From an optimization exercise on the open Yosys and OpenROAD flow, aimed at small area, a short achievable clock period and few clock cycles; shortcuts taken in it are not production practice. Function was checked by simulation only, so behaviour that the tests miss may differ from the original. Power figures rest on the tool's default switching activity, not on a simulated workload.

run 1:
==> flow/design.v (excerpt) <==
module cpu_idle_power_mode_controller (
  input  wire logic        clk,
  input  wire logic        rst,
  input  wire logic        req_valid,
  output logic             req_ready,
  input  wire logic [1:0]  req_cmd,
  input  wire logic [2:0]  req_cpu,
  input  wire logic [31:0] req_base_index,
  input  wire logic [15:0] req_sleep_length,
  input  wire logic        req_cancel,
  input  wire logic [1:0]  req_mode_type,
  input  wire logic        req_system_refused,
  output logic             rsp_valid,
  input  wire logic        rsp_ready,
  output logic [31:0]      rsp_result_index,
  output logic [3:0]       rsp_entered_modes,
  output logic [3:0]       rsp_exited_modes,
  output logic [7:0]       rsp_wake_cpus,
  output logic             rsp_core_off,
  output logic             rsp_core_on,
  output logic             rsp_cluster_off,
  output logic             rsp_cluster_on,
  output logic [1:0]       rsp_cluster_number,
  output logic             rsp_system_enter,
  output logic             rsp_system_exit,
  output logic             rsp_exit_cancelled,
  input  wire logic        cfg_valid,
  output logic             cfg_ready,
  input  wire logic [2:0]  cfg_index,
  input  wire logic [63:0] cfg_data
);
For scale: about 1600 cells after synthesis, roughly 560 flip-flops, ~190 I/O pins, ~24000 um^2 of cells after synthesis.
==> flow/config.mk <==
export PLATFORM = sky130hd
export DESIGN_NAME = cpu_idle_power_mode_controller
export DESIGN_NICKNAME = cpu_idle_power_mode_controller
export VERILOG_FILES = /design/flow/design.v
export SDC_FILE = /design/flow/constraint.sdc
export NUM_CORES = 4
export LEC_CHECK = 0
export CAP_MARGIN = 20
export CORE_MARGIN = 2
export CORE_UTILIZATION = 65
export CTS_BUF_LIST = sky130_fd_sc_hd__clkbuf_8
export CTS_CLUSTER_DIAMETER = 50
export CTS_CLUSTER_SIZE = 16
export PLACE_DENSITY = 0.75
export SETUP_SLACK_MARGIN = 3.0
export SLEW_MARGIN = 70
==> flow/constraint.sdc <==
create_clock -name core_clock -period 5.5 [get_ports {clk}]
set_input_delay 1.1000 -clock core_clock [delete_from_list [all_inputs] [get_ports {clk}]]
set_output_delay 1.1000 -clock core_clock [all_outputs]
set_load 0.01 [all_outputs]
standard.sh (not shown) runs the stock make flow with config.mk's settings and CLKGATE_MAP_FILE= SYNTH_SCRIPT=/design/flow/synth_recipe.tcl, a recipe that flattens the netlist after the stock synthesis.
==> flow/flow/run.sh <==
#!/bin/bash
# Layout flow: the standard flow, with the port buffers of buffer_ports made from
# sky130_fd_sc_hd__buf_1 instead of the cell buffer_ports picks by itself. The synthesis is the
# standard one, unchanged. Each step's full output goes to a log of its own in this folder.
set -euo pipefail
bash standard.sh synth > synth.log 2>&1
export BUFFER_PORTS_ARGS="-buffer_cell sky130_fd_sc_hd__buf_1"
bash standard.sh floorplan > floorplan.log 2>&1
bash standard.sh place > place.log 2>&1
bash standard.sh cts > cts.log 2>&1
bash standard.sh route > route.log 2>&1
bash standard.sh finish > finish.log 2>&1
Testbench counts of run 1, summed over its fixed seeds: cycles 21,366.
Input-level comparison between run 2 and run 1:
# run 1
export LEC_CHECK = 0
export CAP_MARGIN = 20
export CORE_MARGIN = 2
export CORE_UTILIZATION = 65
export CTS_BUF_LIST = sky130_fd_sc_hd__clkbuf_8
export CTS_CLUSTER_DIAMETER = 50
export CTS_CLUSTER_SIZE = 16
export PLACE_DENSITY = 0.75
export SETUP_SLACK_MARGIN = 3.0
export SLEW_MARGIN = 70
create_clock -name core_clock -period 5.5 [get_ports {clk}]
# run 2
export LEC_CHECK = 0
export CAP_MARGIN = 20
export CORE_MARGIN = 2
export CORE_UTILIZATION = 65
export CTS_CLUSTER_DIAMETER = 80
export CTS_CLUSTER_SIZE = 25
export SETUP_SLACK_MARGIN = 3.1
export SLEW_MARGIN = 70
create_clock -name core_clock -period 5.5 [get_ports {clk}]
Notes after the runs:
Having completed the whole flow, run 2 delivered a layout that passed the timing, DRC and antenna checks.
The total power of the final layout in run 2 was higher than what run 1 gave.
Run 2 against run 1: cell total after placement flat; worst setup slack up 0.023 ns; cell internal power dissipation up 1.9%; multi-input combinational area share up 0.76 points.
For run 3, these inputs were changed with respect to run 2:
# run 2
export LEC_CHECK = 0
export CAP_MARGIN = 20
export CORE_MARGIN = 2
export CORE_UTILIZATION = 65
export CTS_CLUSTER_DIAMETER = 80
export CTS_CLUSTER_SIZE = 25
export SETUP_SLACK_MARGIN = 3.1
export SLEW_MARGIN = 70
create_clock -name core_clock -period 5.5 [get_ports {clk}]
# run 3
export LEC_CHECK = 0
export CAP_MARGIN = 20
export CORE_MARGIN = 2
export CORE_UTILIZATION = 65
export CTS_BUF_LIST = sky130_fd_sc_hd__clkbuf_8
export CTS_CLUSTER_DIAMETER = 50
export CTS_CLUSTER_SIZE = 16
export GPL_ROUTABILITY_DRIVEN = 0
export SETUP_SLACK_MARGIN = 3.0
export SLEW_MARGIN = 70
create_clock -name core_clock -period 5.5 [get_ports {clk}]
[summary]
Run 3 finished end to end and its layout was clean on timing, DRC and antenna.
Compared with run 2, in run 3 worst hold margin climbed 0.0054 ns; flip-flop and latch count barely changed.
For the final core utilization, run 3 came in 2.2 points lower than run 2 did.
## Diff of input files: run 4 against run 3
# run 3
export LEC_CHECK = 0
export CAP_MARGIN = 20
export CORE_MARGIN = 2
export CORE_UTILIZATION = 65
export CTS_BUF_LIST = sky130_fd_sc_hd__clkbuf_8
export CTS_CLUSTER_DIAMETER = 50
export CTS_CLUSTER_SIZE = 16
export GPL_ROUTABILITY_DRIVEN = 0
export SETUP_SLACK_MARGIN = 3.0
export SLEW_MARGIN = 70
create_clock -name core_clock -period 5.5 [get_ports {clk}]
# run 4
export LEC_CHECK = 0
export CAP_MARGIN = 20
export CORE_MARGIN = 2
export CORE_UTILIZATION = 60
export CTS_BUF_LIST = sky130_fd_sc_hd__clkbuf_8
export CTS_CLUSTER_DIAMETER = 60
export CTS_CLUSTER_SIZE = 20
export SETUP_SLACK_MARGIN = 3.0
export SLEW_MARGIN = 70
create_clock -name core_clock -period 5.5 [get_ports {clk}]
## What came out
As of run 4, clock-buffer cell count had fallen by more than 10% compared to run 3. Going from run 3 to run 4, number of I/O port buffers held steady, final period demand of the worst path grew by 0.047 ns, delay of the slowest cell on the worst path grew by 0.23 ns. Taking run 3 as the reference, in run 4 synthesis-to-layout area growth rose 2.3 points, instance count on the critical path grew by 5, largest fanout on the critical path went up by 7, sequential standard cell area ~0 delta, detailed-route vias per instance decreased by 3.9% relative to the old numbers. End of the critical path = u_engine.a_ent[3]$_DFFE_PN_: run 4; end of the critical path = req_ready: run 3. Run 4 against run 3: design area has increased, global-route usage has decreased.
For run 5, these inputs were changed with respect to run 4:
# run 4
export LEC_CHECK = 0
export CAP_MARGIN = 20
export CORE_MARGIN = 2
export CORE_UTILIZATION = 60
export CTS_BUF_LIST = sky130_fd_sc_hd__clkbuf_8
export CTS_CLUSTER_DIAMETER = 60
export CTS_CLUSTER_SIZE = 20
export SETUP_SLACK_MARGIN = 3.0
export SLEW_MARGIN = 70
create_clock -name core_clock -period 5.5 [get_ports {clk}]
# run 5
export LEC_CHECK = 0
export CAP_MARGIN = 20
export CORE_MARGIN = 2
export CORE_UTILIZATION = 65
export CTS_CLUSTER_DIAMETER = 80
export CTS_CLUSTER_SIZE = 25
export SETUP_SLACK_MARGIN = 3.0
export SLEW_MARGIN = 70
create_clock -name core_clock -period 5.5 [get_ports {clk}]
==> notes.md <==
- Comparing the two runs side by side, run 5 comes out ahead of run 4 on post-route clock skew.
- The sum of internal, switching and leakage power of run 5 was inferior to that of run 4.
- Power share of the clock group (higher): run 5
- Run 5 improves on run 4 in global-route wire length before repair.
--- input diff run 5..run 6 ---
# run 5
export LEC_CHECK = 0
export CAP_MARGIN = 20
export CORE_MARGIN = 2
export CORE_UTILIZATION = 65
export CTS_CLUSTER_DIAMETER = 80
export CTS_CLUSTER_SIZE = 25
export SETUP_SLACK_MARGIN = 3.0
export SLEW_MARGIN = 70
create_clock -name core_clock -period 5.5 [get_ports {clk}]
# run 6
export LEC_CHECK = 0
export CAP_MARGIN = 20
export CORE_MARGIN = 2
export CORE_UTILIZATION = 65
export CTS_BUF_LIST = sky130_fd_sc_hd__clkbuf_8
export CTS_CLUSTER_DIAMETER = 50
export CTS_CLUSTER_SIZE = 16
export SETUP_SLACK_MARGIN = 3.0
export SLEW_MARGIN = 70
create_clock -name core_clock -period 5.5 [get_ports {clk}]
Results
Across both runs, sum of routed wire length over all layers was higher for run 6 than for run 5. Compared with run 5, run 6 shows a total via count in the routed design that is about 0.6% lower. Run 6 vs run 5, worst reg-to-reg setup slack went up by 0.07 ns.

[static timing again, ports no longer ideal]
Ports are ideal in the flow. The routed layouts listed here were re-timed in OpenROAD. Step 1 (the two cells are an assumption about what drives the block):
set clk [get_ports {clk}]
set_driving_cell -lib_cell sky130_fd_sc_hd__clkbuf_16 $clk
set_driving_cell -lib_cell sky130_fd_sc_hd__buf_2 [delete_from_list [all_inputs] $clk]
Step 2 also shifts input and output timing later by t, the mid clock arrival at the registers, as if the neighbouring blocks saw the same clock. Three values: ideal, step 1, step 2; two values: the first two.
run	shift t [ns]	slack for setup (ns)	slew at the worst register clock pin (ns)	cell pins on the clock port's net
run 1	0.679	2.919 / 2.864 / 2.337	0.10 / 0.10	1
run 2	0.646	2.943 / 2.881 / 2.332	0.10 / 0.10	1
run 3	0.700	2.950 / 2.877 / 2.332	0.10 / 0.10	1
run 4	0.686	2.903 / 2.854 / 2.242	0.12 / 0.12	1
run 5	0.653	2.910 / 2.850 / 2.275	0.10 / 0.10	1
run 6	0.712	2.941 / 2.881 / 2.330	0.10 / 0.10	1
After both steps every run listed still meets setup and hold. For run 4, which loses most, drivers alone change the setup slack by -0.049 ns; drivers and shift together by -0.661 ns.
